This design comes from an exercise in tuning for small area and few clock cycles on the open sky130 flow, not from production work. The RTL was checked by simulation tests, not by an equivalence proof against the original design.

==> flow/design.v, too long to show whole: its modules and the start of the top module <==
// module gspg_front: 65 lines
// module gspg_amp: 102 lines
// module gspg_back: 80 lines
// module gspg_mul: 563 lines
// module gspg_inc: 65 lines
// module gspg_rom: 139 lines
// module gspg_fa: 10 lines
// module gspg_xnor2: 7 lines
// module gspg_or2: 7 lines
// module gspg_nor2: 7 lines
// module gspg_xor2: 7 lines
// module gspg_pp3n: 11 lines
// module gspg_pp2n: 9 lines
// module galvo_shape_point_generator: 76 lines
module galvo_shape_point_generator #(
    parameter int POINTS_PER_SHAPE = gspg_pkg::GSPG_POINTS_DEFAULT
) (
    input  logic        i_clk,
    input  logic        i_rst_n,
    input  logic        s_axis_tvalid,
    output logic        s_axis_tready,
    input  logic [7:0]  s_axis_tdata,   
    output logic        m_axis_tvalid,
    input  logic        m_axis_tready,
    output logic [47:0] m_axis_tdata,   
    input  logic        psel,
    input  logic        penable,
    input  logic        pwrite,
    input  logic [2:0]  paddr,
    input  logic [31:0] pwdata,
    output logic [31:0] prdata,
    output logic        pready
);
  // ...
==> flow/flow/run.sh <==
#!/bin/bash
# Layout: the standard flow (standard.sh), with two changes made through ORFS settings:
# the port buffers that global placement inserts use the smallest buffer cell, and after
# global routing non-critical gates are downsized (ORFS's power recovery pass, all paths).
set -o pipefail
export BUFFER_PORTS_ARGS="-buffer_cell sky130_fd_sc_hd__buf_1"
export RECOVER_POWER=100
bash standard.sh > standard.log 2>&1
==> flow/standard.sh <==
#!/bin/bash
# synth_recipe.tcl (not shown) runs the flow's synth.tcl, then flattens the netlist and writes it again
# the make line also repeats each setting of config.mk as NAME=value (left out here)
make -C /OpenROAD-flow-scripts/flow DESIGN_CONFIG=/design/flow/config.mk WORK_HOME=/design/flow/orfs CLKGATE_MAP_FILE= SYNTH_SCRIPT=/design/flow/synth_recipe.tcl "${@:-finish}"
==> flow/config.mk <==
export PLATFORM = sky130hd
export DESIGN_NAME = galvo_shape_point_generator
export DESIGN_NICKNAME = galvo_shape_point_generator
export VERILOG_FILES = /design/flow/design.v
export SDC_FILE = /design/flow/constraint.sdc
export NUM_CORES = 4
export LEC_CHECK = 0
export CAP_MARGIN = 20
export CORE_MARGIN = 2
export CORE_UTILIZATION = 40
export CTS_BUF_LIST = sky130_fd_sc_hd__clkbuf_8
export CTS_CLUSTER_DIAMETER = 150
export CTS_CLUSTER_SIZE = 50
export PLACE_DENSITY = 0.45
export SLEW_MARGIN = 20
export SYNTH_HIERARCHICAL = 1
==> flow/constraint.sdc <==
create_clock -name core_clock -period 11.5 [get_ports {i_clk}]
set_input_delay 2.3000 -clock core_clock [delete_from_list [all_inputs] [get_ports {i_clk}]]
set_output_delay 2.3000 -clock core_clock [all_outputs]
set_load 0.01 [all_outputs]
==> results.yml, run 1 <==
grt:
  antenna_found_initial: 2
  first_global_vias: 21700
final_layout:
  n_clock_buffer: 19
  nFillCells: 5493
  multi_input_gates: 2274
  largest-register: "u_amp.r_amp3"
  largest_class: "multi-input combinational cells"
  final-clk-cell-share_pct: 1.57
  numSequentialCells: 116
min_path:
  whs_path_depth: 2
  hold-path-endpoint: "u_front.r_keys[0]"
synth:
  synth_compound_gate_area_share_pct: 30.2
  syn_area_um2: 21800
  yosys.cell_types.count: 106
  synth_adder_area_share_pct: 21.4
  synthMostInstantiatedCell: "nand2_1"
  synth-simple-area-share_pct: 19.9
  synth_common_cells: "nand2_1 (223), nor2_1 (220), a222oi_1 (196), fa_1 (178), o21ai_0 (174)"
timing:
  relSlewSlack_pct: -111
  drv_slew: 122
worst_setup_path:
  r2r_start: "u_front.r_valid"
  cpMaxStageDelayCell: "dfxtp_1"
  cp.depth: 27
job:
  drv_cap: 5
floorplanning:
  rows: 85
  initial_core_util_pct: 40.5
  tap_cells: 696
clocking:
  clock_latency_ns: 0.46
  path_clk_slew_ns: 0.08
  cts_root_buffer: "clkbuf_8"
outcome:
  so_faults: "max-capacitance violations, max-slew violations"
  status: "failed layout checks"
Testbench counts, summed over its fixed seeds: cycles 24,078.
==> inputs of run 2 (changes only) <==
==> flow/run.sh (new file) <==
#!/bin/bash
# synth_recipe.tcl (not shown) runs the flow's synth.tcl, then flattens the netlist and writes it again
# the make line also repeats each setting of config.mk as NAME=value (left out here)
make -C /OpenROAD-flow-scripts/flow DESIGN_CONFIG=/design/flow/config.mk WORK_HOME=/design/flow/orfs CLKGATE_MAP_FILE= SYNTH_SCRIPT=/design/flow/synth_recipe.tcl finish
removed: flow/flow/run.sh
removed: flow/standard.sh
==> run 2 against run 1 <==
  * Now clean on timing, DRC and antenna
  * Count of clock-buffer cells in the layout down 2
  * Area after synthesis did not move
  * First-iteration DRC count grew 13%
  * Critical endpoint unchanged
==> results.yml, run 2 <==
clocking:
  path_clk_slew_ns: 0.08
  cts_root_buffer: "clkbuf_8"
  clk_path_buf_depth: 2
  clock_latency_ns: 0.50
  clock-sinks: 116
  hold_buffers: 0
  numCtsBuffers: 17
  cts_tree: "built"
  htree_levels: 4
timing:
  tightest_slew_ns: 1.05
  finalCriticalPeriod_ns: 11.02
  drv_slew: 0
  finalHoldViolCount: 0
  setup_viol: 0
  holdWs_ns: 0.487
  clock.fmax_mhz: 90.8
  rsz0062_at_grt: "no"
  min_period_over_period_pct: 95.8
  totalNegativeSetupSlack_ns: 0
  clock_skew_ns: 0.0198
  relSlewSlack_pct: 30.1
placed_design:
  port_buffers: 68
  routabilityCongestion: 0.926
  dp_cells: 3340
  dp_hpwl_um: 63600
worst_setup_path:
  required_ns: 9.20
  cpMaxStageDelayCell: "fa_1"
  slowest_delay_ns: 0.60
  cp-end-kind: "primary output"
  r2r_start: "u_front.r_shape[1]"
  r2r_cells: 27
  crit_top_cell: "fa_1"
  r2r_end: "u_amp.r_v[15]"
  reg2reg_slack_ns: 3.27
  critPathLaunchType: "flop"
  cp_data_arrival_time_ns: 8.72
  cp_max_fo: 8
  path_class: "flop to primary output"
route:
  wl_per_cell_um: 25.5
  antenna_left: 0
  remaining_drc_errors: 0
  vias_per_cell: 6.71
  firstDrtPassIters: 14
  drt_iter0_drc: 3540
  num_vias: 22600
  drt-total-wl_um: 86100
synth:
  yosys.cell_types.count: 106
  synth-seq-area-share_pct: 12.0
  synth-async-reset-ratio_pct: 0
  yosysWarningCount: 10
  synth_largest_area_cell: "fa_1"
  syn_area_um2: 21800
  ys.flop_type: "dfxtp_1"
  synth_edf_count: 30
  synthMostInstantiatedCell: "nand2_1"
  ys_seq_elements: 116
  syn_inst: 2595
  synthTopCellsByArea: "fa_1 (16%), a222oi_1 (9.0%), dfxtp_1 (7.9%)"
  netlist.area_leader.share_pct: 16.4
  avgSynthCellArea_um2: 8.40
  synth_common_cells: "nand2_1 (223), nor2_1 (220), a222oi_1 (196), fa_1 (178), o21ai_0 (174)"
floorplanning:
  initial_core_util_pct: 40.5
  fp.coreArea_um2: 53800
  fp.dieArea_um2: 56400
  rows: 85
  die_w_um: 237
  io_pins: 133
  die_h_um: 237
outcome:
  status: "timing/DRC/antenna clean"
grt:
  track_usage_pct: 29.7
  first_global_vias: 21800
  grt_max_degree: 82
  grt_overflow: 0
  grt_first_pass_wirelength_um: 131000
  antenna_found_initial: 1
final_layout:
  largest-register: "u_amp.r_amp3"
  drive_gt1_share_pct: 10.9
  reg.largest.list: "u_amp.r_amp3 x17, u_amp.r_v x16"
  layout.cells.non_filler: 3375
  final_nets: 2977
  largest_register_ffs: 17
  utilization_pct: 44.7
  final_cell_mix: "nand2_1 (223), nor2_1 (220), a222oi_1 (196)"
  layout_commonest_cell: "nand2_1"
  nFillCells: 5398
  area_growth_pct: 10.4
min_path:
  whs_path_depth: 2
  hold-path-endpoint: "u_front.r_keys[0]"
  hold_path_class: "flop to flop"
  min_from: "u_front.r_keys[0]"
job:
  drv_cap: 0
[run 2: cell types whose count changed in the layout (fill, tap and decap cells not counted), sizes merged]
| cell | delta |
|---|---|
| inv | -4 |
| clkinv | +3 |
| clkbuf | -13 |
| buf | -42 |
| clkdlybuf4s50 | +68 |
| bufinv | +3 |
[run 2: logic make-up (layout without fill, tap and decap cells)]
logic type / Yosys count / after routing / synth area share, %
AND/OR/NAND/NOR: 859 / 859 / 19.9
XOR/XNOR: 164 / 164 / 6.66
AO/OA/AOI/OAI: 859 / 859 / 30.2
flip-flops: 116 / 116 / 12.0
other: 4 / 35 / 0.0689
adder cells (fa/ha/maj): 266 / 266 / 21.4
multiplexers: 92 / 92 / 4.65
buffers and inverters: 235 / 288 / 5.10
[run 2: final cells by class]
class	instances	area (µm²)	share of cell area [%]
repair buffers	185	1560	6.48
well taps	696	871	3.62
multi-input cells	2274	18300	76.0
clock inverters	15	205	0.853
flip-flops and latches	116	2630	10.9
clock buffers	17	234	0.973
diodes	1	2.50	0.0104
inverters	71	268	1.11
[run 2: per-stage QoR]
step | cell area [µm²] | setup WS [ns]
floorplan | 21900 | 1.71
global placement | 23600 | 0.750
detailed placement | 23600 | 0.625
CTS | 24000 | 0.0569
global route | 24100 | 0.00495
finish | 24100 | 0.481
[run 2: modules after synthesis, one instance, submodules excluded]
module / flops+latches / times used / cell area (µm²)
gspg_fa: 0 / 178 / 20.0
gspg_back: 32 / 1 / 2280
gspg_xor2: 0 / 54 / 8.76
gspg_xnor2: 0 / 26 / 8.76
gspg_mul: 0 / 2 / 1150
gspg_front: 14 / 1 / 732
gspg_pp2n: 0 / 28 / 12.5
gspg_inc: 0 / 2 / 559
gspg_pp3n: 0 / 196 / 10.0
gspg_rom: 0 / 2 / 2410
gspg_nor2: 0 / 54 / 3.75
gspg_or2: 0 / 26 / 6.26
gspg_amp: 70 / 1 / 3280
galvo_shape_point_generator: 0 / 1 / 319
[run 2: how the worst max path moves through the flow]
stage                    start               end  slack [ns]
4_1_cts        u_amp.r_amp[12]  m_axis_tdata[30]        0.06
3_5_place_dp   u_amp.r_amp[12]  m_axis_tdata[30]        0.62
3_3_place_gp   u_amp.r_amp[12]  m_axis_tdata[29]        0.75
2_1_floorplan  u_amp.r_amp[14]  m_axis_tdata[30]        1.71
6_report       u_amp.r_amp[13]  m_axis_tdata[13]        0.48
5_1_grt        u_amp.r_amp[13]  m_axis_tdata[14]       0.005
[run 2: worst max-delay path: cells and delay by family (launching register included)]
kind,cells,cell delay (ns)
flip-flops,1,0.45
AND/OR/NAND/NOR,5,1.20
buffers and inverters,3,0.95
AO/OA/AOI/OAI,11,2.43
XOR/XNOR,4,0.69
adder cells (fa/ha/maj),5,2.28
multiplexers,1,0.21
[run 2: what timing repair did]
| item | CTS | global route |
|---|---|---|
| setup endpoints to repair | 0 | 23 |
| resized for setup | 0 | 13 |
| setup buffers | 0 | 2 |
[run 2: metal layers]
metal / GRT usage, % / wire (µm) / vias up
met5: 0 / 0 / -
met4: 11.1 / 2680 / 0
met3: 6.15 / 8080 / 173
met2: 46.1 / 38700 / 1383
met1: 40.5 / 36600 / 11000
li1: - / - / 10100
==> inputs of run 3 (changes only) <==
==> flow/flow/run.sh (new file) <==
#!/bin/bash
# Layout: the standard flow (standard.sh), with the port buffers that global placement
# inserts made of the smallest buffer cell (sky130_fd_sc_hd__buf_1) instead of the default
# choice. The flow's output goes to standard.log; ORFS's own logs are under orfs/logs.
set -o pipefail
export BUFFER_PORTS_ARGS="-buffer_cell sky130_fd_sc_hd__buf_1"
bash standard.sh > standard.log 2>&1
==> flow/standard.sh (new file) <==
#!/bin/bash
# synth_recipe.tcl (not shown) runs the flow's synth.tcl, then flattens the netlist and writes it again
# the make line also repeats each setting of config.mk as NAME=value (left out here)
make -C /OpenROAD-flow-scripts/flow DESIGN_CONFIG=/design/flow/config.mk WORK_HOME=/design/flow/orfs CLKGATE_MAP_FILE= SYNTH_SCRIPT=/design/flow/synth_recipe.tcl "${@:-finish}"
--- a/flow/config.mk
+++ b/flow/config.mk
@@ -11,6 +11,7 @@
 export CTS_BUF_LIST = sky130_fd_sc_hd__clkbuf_8
 export CTS_CLUSTER_DIAMETER = 150
 export CTS_CLUSTER_SIZE = 50
+export GPL_TIMING_DRIVEN = 0
 export PLACE_DENSITY = 0.45
 export SLEW_MARGIN = 20
 export SYNTH_HIERARCHICAL = 1
removed: flow/run.sh
==> run 3 against run 2 <==
  * Worst hold slack got worse by 0.018 ns
  * Core utilization decreased by 0.25 points
  * Setup slack improved by 0.0025 ns
  * Fmax about the same
  * Die area unchanged
  * Critical endpoint unchanged
  * Still clean on timing, DRC and antenna
==> results.yml, run 3 <==
synth:
  synth-simple-area-share_pct: 19.9
  synth-xor-area-share_pct: 6.66
  synth_largest_area_cell: "fa_1"
  netlist.area_leader.share_pct: 16.4
  syn_area_um2: 21800
  synth_compound_gate_area_share_pct: 30.2
  syn_inst: 2595
  synth-seq-area-share_pct: 12.0
  yosys.cell_types.count: 106
  ys_seq_elements: 116
  synth_edf_count: 30
  ys.flop_type: "dfxtp_1"
  synthTopCellsByArea: "fa_1 (16%), a222oi_1 (9.0%), dfxtp_1 (7.9%)"
  synthMostInstantiatedCell: "nand2_1"
  synth_mux_area_share_pct: 4.65
  synth_adder_area_share_pct: 21.4
  yosysWarningCount: 10
  synth_common_cells: "nand2_1 (223), nor2_1 (220), a222oi_1 (196), fa_1 (178), o21ai_0 (174)"
  avgSynthCellArea_um2: 8.40
  synth-async-reset-ratio_pct: 0
  synth_top_family_by_area: "compound AO/OA/AOI/OAI gates"
route:
  drt-total-wl_um: 95000
  drt_iter0_drc: 3701
  antenna_left: 0
  firstDrtPassIters: 12
  vias_per_cell: 6.84
  num_vias: 23500
  wl_per_cell_um: 27.6
  remaining_drc_errors: 0
clocking:
  clock_latency_ns: 0.47
  numCtsBuffers: 17
  cts_root_buffer: "clkbuf_8"
  path_clk_slew_ns: 0.08
  post_cts_buffers: 0
  htree_levels: 4
  clk_path_buf_depth: 2
  cts_tree: "built"
  clock-sinks: 116
  hold_buffers: 0
worst_setup_path:
  slowest_delay_ns: 0.72
  cpMaxStageDelayCell: "nor2b_2"
  cp-end-kind: "primary output"
  critPathLaunchType: "flop"
  cp_data_arrival_time_ns: 8.72
  crit_top_cell: "fa_1"
  path_class: "flop to primary output"
  cp_max_fo: 15
  required_ns: 9.20
grt:
  top_usage_layer: "met2"
  track_usage_pct: 33.0
  use_met1_pct: 44.3
  antenna_found_initial: 2
  gr-usage-met3_pct: 7.53
  grt.met2_usage_pct: 50.7
  first_global_vias: 23200
  grt_max_degree: 33
  grt_overflow: 0
  grt_first_pass_wirelength_um: 143000
placed_design:
  routabilityCongestion: 1.02
  dp_hpwl_um: 69600
  port_buffers: 68
outcome:
  status: "timing/DRC/antenna clean"
final_layout:
  area_growth_pct: 9.75
  reg.largest.list: "u_amp.r_amp3 x17, u_amp.r_v x16"
  final_nets: 3040
  largest-register: "u_amp.r_amp3"
  final_cell_mix: "nand2_1 (223), nor2_1 (220), a222oi_1 (196)"
  largest_register_ffs: 17
  utilization_pct: 44.4
  layout_commonest_cell: "nand2_1"
  drive_gt1_share_pct: 11.2
  nFillCells: 5413
floorplanning:
  fp.coreArea_um2: 53800
  io_pins: 133
  die_w_um: 237
  die_h_um: 237
  initial_core_util_pct: 40.5
  fp.dieArea_um2: 56400
  rows: 85
timing:
  clock_skew_ns: 0.0143
  drv_slew: 0
  totalNegativeSetupSlack_ns: 0
  tightest_slew_ns: 1.10
  holdWs_ns: 0.469
  min_period_over_period_pct: 95.8
  finalCriticalPeriod_ns: 11.02
  setup_viol: 0
  rsz0062_at_grt: "no"
  relSlewSlack_pct: 26.6
  clock.fmax_mhz: 90.8
  finalHoldViolCount: 0
job:
  drv_cap: 0
min_path:
  hold_path_class: "flop to flop"
[run 3: metal layers]
metal,part of all wire [%],vias up,wire [µm]
li1,-,10200,-
met1,41,11400,38800
met2,43,1678,41000
met3,11,290,10800
met4,4.6,2,4340
met5,0.0084,-,8
[run 3: layout make-up]
class | instances | area, µm² | area share, %
Clock buffer | 17 | 234 | 0.978
Buffer | 164 | 845 | 3.53
Tap cell | 696 | 871 | 3.64
Sequential cell | 116 | 2640 | 11.1
Antenna cell | 1 | 2.50 | 0.0105
Timing Repair Buffer | 84 | 577 | 2.41
Clock inverter | 15 | 156 | 0.654
Inverter | 71 | 268 | 1.12
Multi-Input combinational cell | 2274 | 18300 | 76.6
[run 3: per-stage QoR]
stage | instance area (µm²) | worst slack [ns] | std cells
2_1_floorplan | 21900 | 1.71 | 2625
3_3_place_gp | 23000 | 0.0859 | 3389
3_5_place_dp | 23400 | 0.568 | 3404
4_1_cts | 23800 | 0.0548 | 3436
5_1_grt | 23900 | 0.0113 | 3438
6_report | 23900 | 0.484 | 3438
[run 3: logic make-up (layout without fill, tap and decap cells)]
| logic type | after synthesis | count (layout) |
|---|---|---|
| flip-flops | 116 | 116 |
| multiplexers | 92 | 92 |
| other | 4 | 35 |
| adder cells (fa/ha/maj) | 266 | 266 |
| AND/OR/NAND/NOR | 859 | 859 |
| XOR/XNOR | 164 | 164 |
| buffers and inverters | 235 | 351 |
| AO/OA/AOI/OAI | 859 | 859 |
[run 3: worst paths after layout]
| path | depth (start not counted) | to | slack (ns) | start |
|---|---|---|---|---|
| max | 29 | m_axis_tdata[13] | 0.48 | u_back.r_m_x[1] |
| min | 2 | u_front.r_keys[0] | 0.47 | u_front.r_keys[0] |
| max reg2reg | 21 | u_back.r_m_y[8] | 3.05 | u_front.r_shape[1] |
| min reg2reg | 2 | u_front.r_keys[0] | 0.47 | u_front.r_keys[0] |
[run 3: repair_timing]
item,in CTS,in global routing
hold endpoints to repair,0,0
setup endpoints to repair,0,14
resized for setup,0,22
[run 3: modules after synthesis (local to each module, per instance), excerpt]
module | flip-flops and latches | copies in the design | cells inside | area [µm²]
gspg_amp | 70 | 1 | 298 | 3280
gspg_rom | 0 | 2 | 392 | 2410
gspg_mul | 0 | 2 | 187 | 1150
gspg_front | 14 | 1 | 88 | 732
galvo_shape_point_generator | 0 | 1 | 42 | 319
gspg_pp2n | 0 | 28 | 1 | 12.5
[run 3: worst max-delay path, delay by kind of cell, from the launching register on]
| family | cells | cell delay [ns] |
|---|---|---|
| compound gates | 11 | 2.47 |
| xor+xnor | 4 | 0.70 |
| fa+ha+maj | 5 | 2.26 |
| buf+inv | 2 | 0.33 |
| flops | 1 | 0.42 |
| mux | 1 | 0.20 |
| simple gates | 6 | 1.88 |
==> inputs of run 4 (changes only) <==
--- a/flow/config.mk
+++ b/flow/config.mk
@@ -11,7 +11,6 @@
 export CTS_BUF_LIST = sky130_fd_sc_hd__clkbuf_8
 export CTS_CLUSTER_DIAMETER = 150
 export CTS_CLUSTER_SIZE = 50
-export GPL_TIMING_DRIVEN = 0
 export PLACE_DENSITY = 0.45
 export SLEW_MARGIN = 20
 export SYNTH_HIERARCHICAL = 1
==> run 4 against run 3 <==
  * Still clean
  * Count of clock-buffer cells in the layout rose by 2
  * Non-clock buffer count fell by 78
  * Global-route usage fell by 3.3 points
  * Critical path depth fell by 2
  * Register-to-register slack improved by 0.44 ns
  * Cell area fell by 2.1%
  * Synthesized cell count did not move
  * Die area did not move
  * Fmax rose by 0.76%
  * Clock skew rose by 0.0068 ns
  * Critical endpoint unchanged
==> results.yml, run 4 <==
outcome:
  status: "timing/DRC/antenna clean"
grt:
  grt_first_pass_wirelength_um: 131000
  first_global_vias: 21700
  antenna_found_initial: 2
  track_usage_pct: 29.7
  grt_overflow: 0
  grt_max_degree: 95
route:
  remaining_drc_errors: 0
  wl_per_cell_um: 25.6
  drt_iter0_drc: 3380
  firstDrtPassIters: 12
  num_vias: 22300
  vias_per_cell: 6.62
  antenna_left: 0
  drt-total-wl_um: 85900
timing:
  holdWs_ns: 0.466
  setup_viol: 0
  finalHoldViolCount: 0
  relSlewSlack_pct: 21.4
  clock.fmax_mhz: 91.5
  clock_skew_ns: 0.0212
  drv_slew: 0
  rsz0062_at_grt: "no"
  tightest_slew_ns: 1.18
  min_period_over_period_pct: 95.1
  fin_ws_ns: 0.566
  finalCriticalPeriod_ns: 10.93
  totalNegativeSetupSlack_ns: 0
synth:
  yosys.cell_types.count: 106
  synthTopCellsByArea: "fa_1 (16%), a222oi_1 (9.0%), dfxtp_1 (7.9%)"
  yosysWarningCount: 10
  syn_area_um2: 21800
  avgSynthCellArea_um2: 8.40
  synth_largest_area_cell: "fa_1"
  synth_edf_count: 30
  synth_common_cells: "nand2_1 (223), nor2_1 (220), a222oi_1 (196), fa_1 (178), o21ai_0 (174)"
  syn_inst: 2595
  synth-async-reset-ratio_pct: 0
  synth-seq-area-share_pct: 12.0
  ys_seq_elements: 116
  synthMostInstantiatedCell: "nand2_1"
  netlist.area_leader.share_pct: 16.4
  ys.flop_type: "dfxtp_1"
worst_setup_path:
  slowest_delay_ns: 1.00
  cp-end-kind: "primary output"
  critPathLaunchType: "flop"
  cp.depth: 27
  cp_top_family: "compound AO/OA/AOI/OAI gates"
  required_ns: 9.20
  cp_max_fo: 20
  path_class: "flop to primary output"
  cp_data_arrival_time_ns: 8.63
  crit_top_cell: "fa_1"
  crit_buf_inv: 1
  r2r_cells: 25
  cpMaxStageDelayCell: "dfxtp_1"
floorplanning:
  rows: 85
  fp.dieArea_um2: 56400
  initial_core_util_pct: 40.5
  die_w_um: 237
  fp.coreArea_um2: 53800
  die_h_um: 237
  io_pins: 133
clocking:
  post_cts_buffers: 0
  clock_latency_ns: 0.46
  cts_root_buffer: "clkbuf_8"
  cts_tree: "built"
  numCtsBuffers: 17
  htree_levels: 4
  path_clk_slew_ns: 0.09
  ctsResizeCount: 0
  hold_buffers: 0
  clock-sinks: 116
  clk_path_buf_depth: 2
final_layout:
  drive_gt1_share_pct: 10.2
  layout_commonest_cell: "nand2_1"
  area_growth_pct: 7.50
  final_cell_mix: "nand2_1 (223), nor2_1 (220), a222oi_1 (196)"
  final_nets: 2962
  largest-register: "u_amp.r_amp3"
  reg.largest.list: "u_amp.r_amp3 x17, u_amp.r_v x16"
  largest_register_ffs: 17
placed_design:
  routabilityCongestion: 0.961
  dp_hpwl_um: 63300
  pre_cts_ws_ns: 0.958
  port_buffers: 68
job:
  drv_cap: 0
min_path:
  hold_path_class: "flop to flop"
  whs_path_depth: 2
[run 4: cell counts after synthesis]
No cell type changed its count.
[run 4: area by class of cell]
cell class	count	area [µm²]
Fill cell	5470	30400
Multi-Input combinational cell	2274	18300
Sequential cell	116	2630
Timing Repair Buffer	170	1030
Tap cell	696	871
Inverter	71	268
Clock buffer	19	262
Clock inverter	13	105
Antenna cell	1	2.50
[run 4: worst paths after layout]
| path | startpoint | end | slack, ns |
|---|---|---|---|
| setup / recovery | u_amp.r_amp[12] | m_axis_tdata[13] | 0.57 |
| hold / removal | u_front.r_keys[0] | u_front.r_keys[0] | 0.47 |
| setup reg to reg | u_front.r_shape[0] | u_amp.r_v[15] | 3.49 |
| hold reg to reg | u_front.r_keys[0] | u_front.r_keys[0] | 0.47 |
[run 4: metrics by stage]
stage               utilization (%)  area (µm²)  std cells
finish                         43.5       23400       3360
CTS                            43.5       23400       3358
detailed placement             42.8       23000       3326
global placement               42.8       23000       3326
floorplan                         -       21900       2625
global route                   43.5       23400       3359
[run 4: tightest hold or removal path, stage by stage (launching register included)]
cell and delay [ns]:
dfxtp_1 0.33, nand2_1 0.05, nand3_1 0.06
[run 4: layer usage]
layer | GRT usage [%] | vias up | wire length (µm)
li1 | - | 10000 | -
met1 | 41.1 | 10900 | 37500
met2 | 46.3 | 1206 | 38200
met3 | 5.46 | 171 | 7500
met4 | 10.6 | 4 | 2700
met5 | 0 | - | 26
[run 4: logic make-up after synthesis]
logic type      share of synthesized area (%)
compound gates                           30.2
mux                                      4.65
xor+xnor                                 6.66
other cells                            0.0689
buf+inv                                  5.10
fa+ha+maj                                21.4
flops                                    12.0
simple gates                             19.9
[run 4: Yosys stat by module (local to each module, per instance)]
module                       area [µm²]  flip-flops and latches  times used
gspg_amp                           3280                      70           1
gspg_fa                            20.0                       0         178
gspg_rom                           2410                       0           2
gspg_pp2n                          12.5                       0          28
gspg_xnor2                         8.76                       0          26
gspg_or2                           6.26                       0          26
gspg_front                          732                      14           1
gspg_back                          2280                      32           1
gspg_inc                            559                       0           2
gspg_pp3n                          10.0                       0         196
galvo_shape_point_generator         319                       0           1
gspg_nor2                          3.75                       0          54
gspg_mul                           1150                       0           2
gspg_xor2                          8.76                       0          54
==> module gspg_amp, before the edit <==
module gspg_amp (
    input  logic        i_clk,
    input  logic        i_rst_n,
    input  logic        i_wr,
    input  logic [6:0]  i_wdata,
    output logic [6:0]  o_pct,
    output logic [14:0] o_amp,
    output logic [16:0] o_amp3,
    output logic        o_full,
    output logic        o_busy,
    input  logic        i_accept,
    input  logic [1:0]  i_n_shape,
    input  logic [7:0]  i_n_idx,
    output logic [15:0] o_v
);
    logic [6:0]  r_pct;
    logic [14:0] r_amp;
    logic [16:0] r_amp3;
    logic [6:0]  r_rem;
    logic        r_busy, r_phase;
    logic [5:0]  r_cnt;
    logic [15:0] r_v;
    logic [6:0]  p, q0;
    logic [7:0]  rem2;
    logic        ge;
    logic        sq, half;
    logic [14:0] ampp;
    logic [9:0]  step;
    logic [15:0] v_load, v_step;
    logic [16:0] amp3;
    logic [15:0] c3;
    logic [16:0] cv;
    always_comb begin
        p    = (i_wdata > 7'd100) ? 7'd100 : i_wdata;
        q0   = p - 7'd1;
        rem2 = {r_rem, r_amp[14]};
        ge   = (rem2 >= 8'd100);
        sq   = !i_n_shape[1];
        half = i_n_shape[0] && !i_n_idx[6];
        ampp = half ? {1'b0, r_amp[14:1]} : r_amp;
        step = ampp[14:5];
        v_load = {1'b0, ampp};
    end
    always_ff @(posedge i_clk) begin
        if (!i_rst_n) begin
            r_pct  <= AMP_PCT_RESET;
            r_amp  <= 15'd32767;
            r_busy <= 1'b0;
        end else if (i_wr) begin
            r_pct   <= i_wdata;
            r_rem   <= (p == 7'd0) ? 7'd0 : q0;
            r_amp   <= (p == 7'd0) ? 15'd0 : {8'hff, ~q0};
            r_busy  <= 1'b1;
            r_phase <= 1'b0;
            r_cnt   <= 6'd0;
        end else if (r_busy && !r_phase) begin
            r_rem <= ge ? 7'(rem2 - 8'd100) : rem2[6:0];
            r_amp <= {r_amp[13:0], ge};
            r_cnt <= r_cnt + 6'd1;
            if (r_cnt == 6'd14) begin
                r_phase <= 1'b1;
                r_cnt   <= 6'd0;
                r_busy  <= sq;
            end
        end else if (r_busy) begin
            r_cnt <= r_cnt + 6'd1;
            if (!sq || r_cnt == i_n_idx[5:0]) begin
                r_busy <= 1'b0;
            end
        end
    end
    always_ff @(posedge i_clk) begin
        r_amp3 <= amp3;
        if (r_busy && r_phase) begin
            r_v <= (r_cnt == 6'd0) ? v_load : v_step;
        end else if (i_accept) begin
            r_v <= (i_n_idx[5:0] == 6'd0) ? v_load : v_step;
        end
    end
    assign amp3[0] = r_amp[0];
    assign c3[1]   = 1'b0;
    for (genvar i = 1; i < 15; i++) begin : g_amp3
        gspg_fa u_fa (.i_a(r_amp[i]), .i_b(r_amp[i-1]), .i_c(c3[i]), .o_s(amp3[i]), .o_c(c3[i+1]));
    end
    assign amp3[15] = r_amp[14] ^ c3[15];
    assign amp3[16] = r_amp[14] & c3[15];
    assign cv[0] = 1'b1;
    for (genvar i = 0; i < 16; i++) begin : g_vstep
        if (i < 10) begin : g_full
            gspg_fa u_fa (.i_a(r_v[i]), .i_b(~step[i]), .i_c(cv[i]), .o_s(v_step[i]), .o_c(cv[i+1]));
        end else begin : g_borrow
            assign v_step[i] = ~(r_v[i] ^ cv[i]);
            assign cv[i+1]   = r_v[i] | cv[i];
        end
    end
    assign o_pct  = r_pct;
    assign o_amp  = r_amp;
    assign o_amp3 = r_amp3;
    assign o_full = (r_pct >= 7'd100);
    assign o_busy = r_busy;
    assign o_v    = r_v;
endmodule
==> inputs of run 5 (changes only) <==
--- a/flow/design.v
+++ b/flow/design.v
@@ -90,7 +90,6 @@
     logic [6:0]  r_pct;
     logic [14:0] r_amp;
     logic [16:0] r_amp3;
-    logic [6:0]  r_rem;
     logic        r_busy, r_phase;
     logic [5:0]  r_cnt;
     logic [15:0] r_v;
@@ -107,7 +106,7 @@
     always_comb begin
         p    = (i_wdata > 7'd100) ? 7'd100 : i_wdata;
         q0   = p - 7'd1;
-        rem2 = {r_rem, r_amp[14]};
+        rem2 = {r_v[6:0], r_amp[14]};
         ge   = (rem2 >= 8'd100);
         sq   = !i_n_shape[1];
         half = i_n_shape[0] && !i_n_idx[6];
@@ -122,13 +121,11 @@
             r_busy <= 1'b0;
         end else if (i_wr) begin
             r_pct   <= i_wdata;
-            r_rem   <= (p == 7'd0) ? 7'd0 : q0;
             r_amp   <= (p == 7'd0) ? 15'd0 : {8'hff, ~q0};
             r_busy  <= 1'b1;
             r_phase <= 1'b0;
             r_cnt   <= 6'd0;
         end else if (r_busy && !r_phase) begin
-            r_rem <= ge ? 7'(rem2 - 8'd100) : rem2[6:0];
             r_amp <= {r_amp[13:0], ge};
             r_cnt <= r_cnt + 6'd1;
             if (r_cnt == 6'd14) begin
@@ -145,7 +142,11 @@
     end
     always_ff @(posedge i_clk) begin
         r_amp3 <= amp3;
-        if (r_busy && r_phase) begin
+        if (i_wr) begin
+            r_v[6:0] <= (p == 7'd0) ? 7'd0 : q0;
+        end else if (r_busy && !r_phase) begin
+            r_v[6:0] <= ge ? 7'(rem2 - 8'd100) : rem2[6:0];
+        end else if (r_busy) begin
             r_v <= (r_cnt == 6'd0) ? v_load : v_step;
         end else if (i_accept) begin
             r_v <= (i_n_idx[5:0] == 6'd0) ? v_load : v_step;
--- a/flow/config.mk
+++ b/flow/config.mk
@@ -8,9 +8,6 @@
 export CAP_MARGIN = 20
 export CORE_MARGIN = 2
 export CORE_UTILIZATION = 40
-export CTS_BUF_LIST = sky130_fd_sc_hd__clkbuf_8
-export CTS_CLUSTER_DIAMETER = 150
-export CTS_CLUSTER_SIZE = 50
 export PLACE_DENSITY = 0.45
 export SLEW_MARGIN = 20
 export SYNTH_HIERARCHICAL = 1
==> run 5 against run 4 <==
  * Sequential cell count down 7
  * Critical path depth unchanged
  * Wire length down 0.19%
  * Largest cell class unchanged
  * Register-to-register slack better by 0.14 ns
  * Fmax down 0.62%
  * Core utilization down 0.41 points
  * Critical path type unchanged
  * Via count up 0.54%
  * Die area down 0.64%
  * Global-route usage up 0.22 points
  * Count of clock-buffer cells in the layout down 8
==> results.yml, run 5 <==
final_layout:
  final_nets: 2960
  largest-register: "u_amp.r_amp3"
  layout.cells.non_filler: 3349
  reg.largest.list: "u_amp.r_amp3 x17, u_amp.r_v x16"
  final_cell_mix: "nand2_1 (249), nor2_1 (216), a222oi_1 (196)"
  area_growth_pct: 6.97
  layout_commonest_cell: "nand2_1"
  drive_gt1_share_pct: 9.27
  largest_register_ffs: 17
  diodes: 0
clocking:
  clk_path_buf_depth: 2
  hold_buffers: 0
  clock-sinks: 109
  htree_levels: 3
  ctsResizeCount: 0
  clock_latency_ns: 0.40
  path_clk_slew_ns: 0.08
  numCtsBuffers: 9
  post_cts_buffers: 0
  cts_root_buffer: "clkbuf_16"
  cts_tree: "built"
min_path:
  hold-path-endpoint: "u_front.r_keys[0]"
  hold_path_class: "flop to flop"
  min_from: "u_front.r_keys[0]"
  whs_path_depth: 2
grt:
  grt_overflow: 0
  grt_first_pass_wirelength_um: 132000
  first_global_vias: 21500
  grt_max_degree: 95
  track_usage_pct: 29.9
  antenna_found_initial: 1
route:
  remaining_drc_errors: 0
  drt_iter0_drc: 3549
  antenna_left: 0
  vias_per_cell: 6.68
  firstDrtPassIters: 13
  num_vias: 22400
  drt-total-wl_um: 85800
  wl_per_cell_um: 25.6
synth:
  yosysWarningCount: 10
  synthTopCellsByArea: "fa_1 (16%), a222oi_1 (9.1%), dfxtp_1 (8.0%)"
  synth_largest_area_cell: "fa_1"
  synth-seq-area-share_pct: 11.1
  synth-async-reset-ratio_pct: 0
  ys.flop_type: "dfxtp_1"
  synthMostInstantiatedCell: "nand2_1"
  yosys.cell_types.count: 107
  netlist.area_leader.share_pct: 16.5
  ys_seq_elements: 109
  avgSynthCellArea_um2: 8.28
  synth_common_cells: "nand2_1 (249), nor2_1 (216), a222oi_1 (196), o21ai_0 (185), fa_1 (178)"
  syn_area_um2: 21700
  syn_inst: 2614
  synth_edf_count: 23
worst_setup_path:
  crit_buf_inv: 4
  cp.depth: 27
  reg2reg_slack_ns: 3.63
  r2r_start: "u_amp.r_busy"
  required_ns: 9.20
  critPathLaunchType: "flop"
  cp_data_arrival_time_ns: 8.70
  cpMaxStageDelayCell: "dfxtp_1"
  cp-end-kind: "primary output"
  cp_max_fo: 17
  r2r_cells: 25
  r2r_end: "u_amp.r_v[15]"
  path_class: "flop to primary output"
  cp_top_family: "compound AO/OA/AOI/OAI gates"
  slowest_delay_ns: 0.90
placed_design:
  routabilityCongestion: 0.957
  port_buffers: 68
  dp_hpwl_um: 62900
  pre_cts_ws_ns: 0.891
  dp_cells: 3332
timing:
  min_period_over_period_pct: 95.7
  relSlewSlack_pct: 32.8
  holdWs_ns: 0.478
  fin_ws_ns: 0.499
  tightest_slew_ns: 1.01
  rsz0062_at_grt: "no"
  clock.fmax_mhz: 90.9
  totalNegativeSetupSlack_ns: 0
  clock_skew_ns: 0.0195
  setup_viol: 0
  drv_slew: 0
  finalCriticalPeriod_ns: 11.00
  finalHoldViolCount: 0
floorplanning:
  die_w_um: 237
  rows: 85
  fp.dieArea_um2: 56000
  die_h_um: 237
  io_pins: 133
  initial_core_util_pct: 40.3
  fp.coreArea_um2: 53700
outcome:
  status: "timing/DRC/antenna clean"
job:
  drv_cap: 0
==> run 5: cell count changes after synthesis, sizes merged, moves of 4 or more <==
cell and delta:
edfxtp -7, a31oi +5, and3 +10, a21oi -7, mux2 -5, o311ai +4
nand2 +26, nor2 -5, inv -6, o21ai +9
==> run 5: kinds of logic after synthesis <==
kind of cell,synth area share [%]
buf+inv,5.14
mux,4.37
flops,11.1
xor+xnor,6.70
fa+ha+maj,21.5
simple gates,20.6
compound gates,30.5
other cells,0.0693
==> run 5: layout make-up <==
class,count,area [µm²]
Clock buffer,11,254
Timing Repair Buffer,162,995
Tap cell,696,871
Multi-Input combinational cell,2301,18300
Sequential cell,109,2420
Inverter,65,245
Clock inverter,5,47.5
Fill cell,5419,30500
==> run 5: per-stage QoR <==
stage               area, µm²  util [%]
detailed placement      22800      42.5
global route            23200      43.1
finish                  23200      43.1
global placement        22800      42.5
floorplan               21800         -
CTS                     23100      43.1
==> run 5: how the worst max path moves through the flow <==
stage                        to  slack (ns)            start
6_report       m_axis_tdata[31]        0.50  u_amp.r_amp[13]
5_1_grt        m_axis_tdata[31]        0.02  u_amp.r_amp[13]
4_1_cts        m_axis_tdata[31]        0.46  u_amp.r_amp[11]
3_5_place_dp   m_axis_tdata[31]        0.89  u_amp.r_amp[11]
3_3_place_gp   m_axis_tdata[31]        0.94  u_amp.r_amp[11]
2_1_floorplan  m_axis_tdata[30]        1.71  u_amp.r_amp[14]
==> run 5: per-module statistics from Yosys (local to each module, per instance), a selection <==
module / cells inside / cell area (µm²)
gspg_nor2: 1 / 3.75
gspg_pp3n: 1 / 10.0
galvo_shape_point_generator: 42 / 319
gspg_inc: 74 / 559
gspg_mul: 187 / 1150
gspg_rom: 392 / 2410
gspg_xnor2: 1 / 8.76
gspg_fa: 1 / 20.0
gspg_pp2n: 1 / 12.5
gspg_xor2: 1 / 8.76
gspg_back: 299 / 2280
==> run 5: per-layer routing <==
metal  vias up  track usage, %  part of all wire [%]
met1     10900            41.5                    43
li1      10000               -                     -
met4         4            9.23                   2.8
met5         -           0.866                 0.091
met2      1263            47.3                    45
met3       169            5.15                   9.0
==> run 5: worst register-to-register path: cells and delay by family, from the launching register on <==
family	cells	cell delay (ns)
and+or+nand+nor	5	1.56
DFF	1	0.47
xor gates and xnor gates	2	0.29
buffers and inverters	2	0.29
adders and majority gates	15	4.79
muxes	1	0.21
Testbench counts of run 5, summed over its fixed seeds: cycles 24,078.

separate check: timing with driven ports:
How much do the figures lean on ideal ports? The routed layouts below were timed once more, with nothing changed but the port constraints. Step 1: set_driving_cell puts a clkbuf_16 on i_clk and a buf_2 on each other input, an assumption about the parent block. Step 2 adds t to the input delays and takes it off the output delays; t is the mean of the earliest and latest rising clock arrival at the registers after step 1. Input paths then give back, and output paths get back, about the clock's delay inside the block. Slacks: no drivers / after step 1 / after step 2; pairs: no drivers / after step 1.
run | t (ns) | setup WS [ns] | worst hold slack (ns) | worst slew at a driven data input, ns | pins driven straight from the clock port
run 1 | 0.502 | 0.527 / 0.473 / 0.121 | 0.468 / 0.468 / 0.468 | 0.10 | 1
run 2 | 0.544 | 0.481 / 0.432 / 0.977 | 0.487 / 0.487 / 0.487 | 0.04 | 1
run 3 | 0.514 | 0.484 / 0.429 / 0.943 | 0.469 / 0.469 / 0.469 | 0.03 | 1
run 4 | 0.499 | 0.566 / 0.513 / 1.012 | 0.466 / 0.466 / 0.466 | 0.09 | 1
run 5 | 0.449 | 0.499 / 0.436 / 0.884 | 0.478 / 0.478 / 0.478 | 0.03 | 1
The setup slack of run 1, which loses most, moves by -0.054 ns with the drivers and by -0.406 ns with both steps.
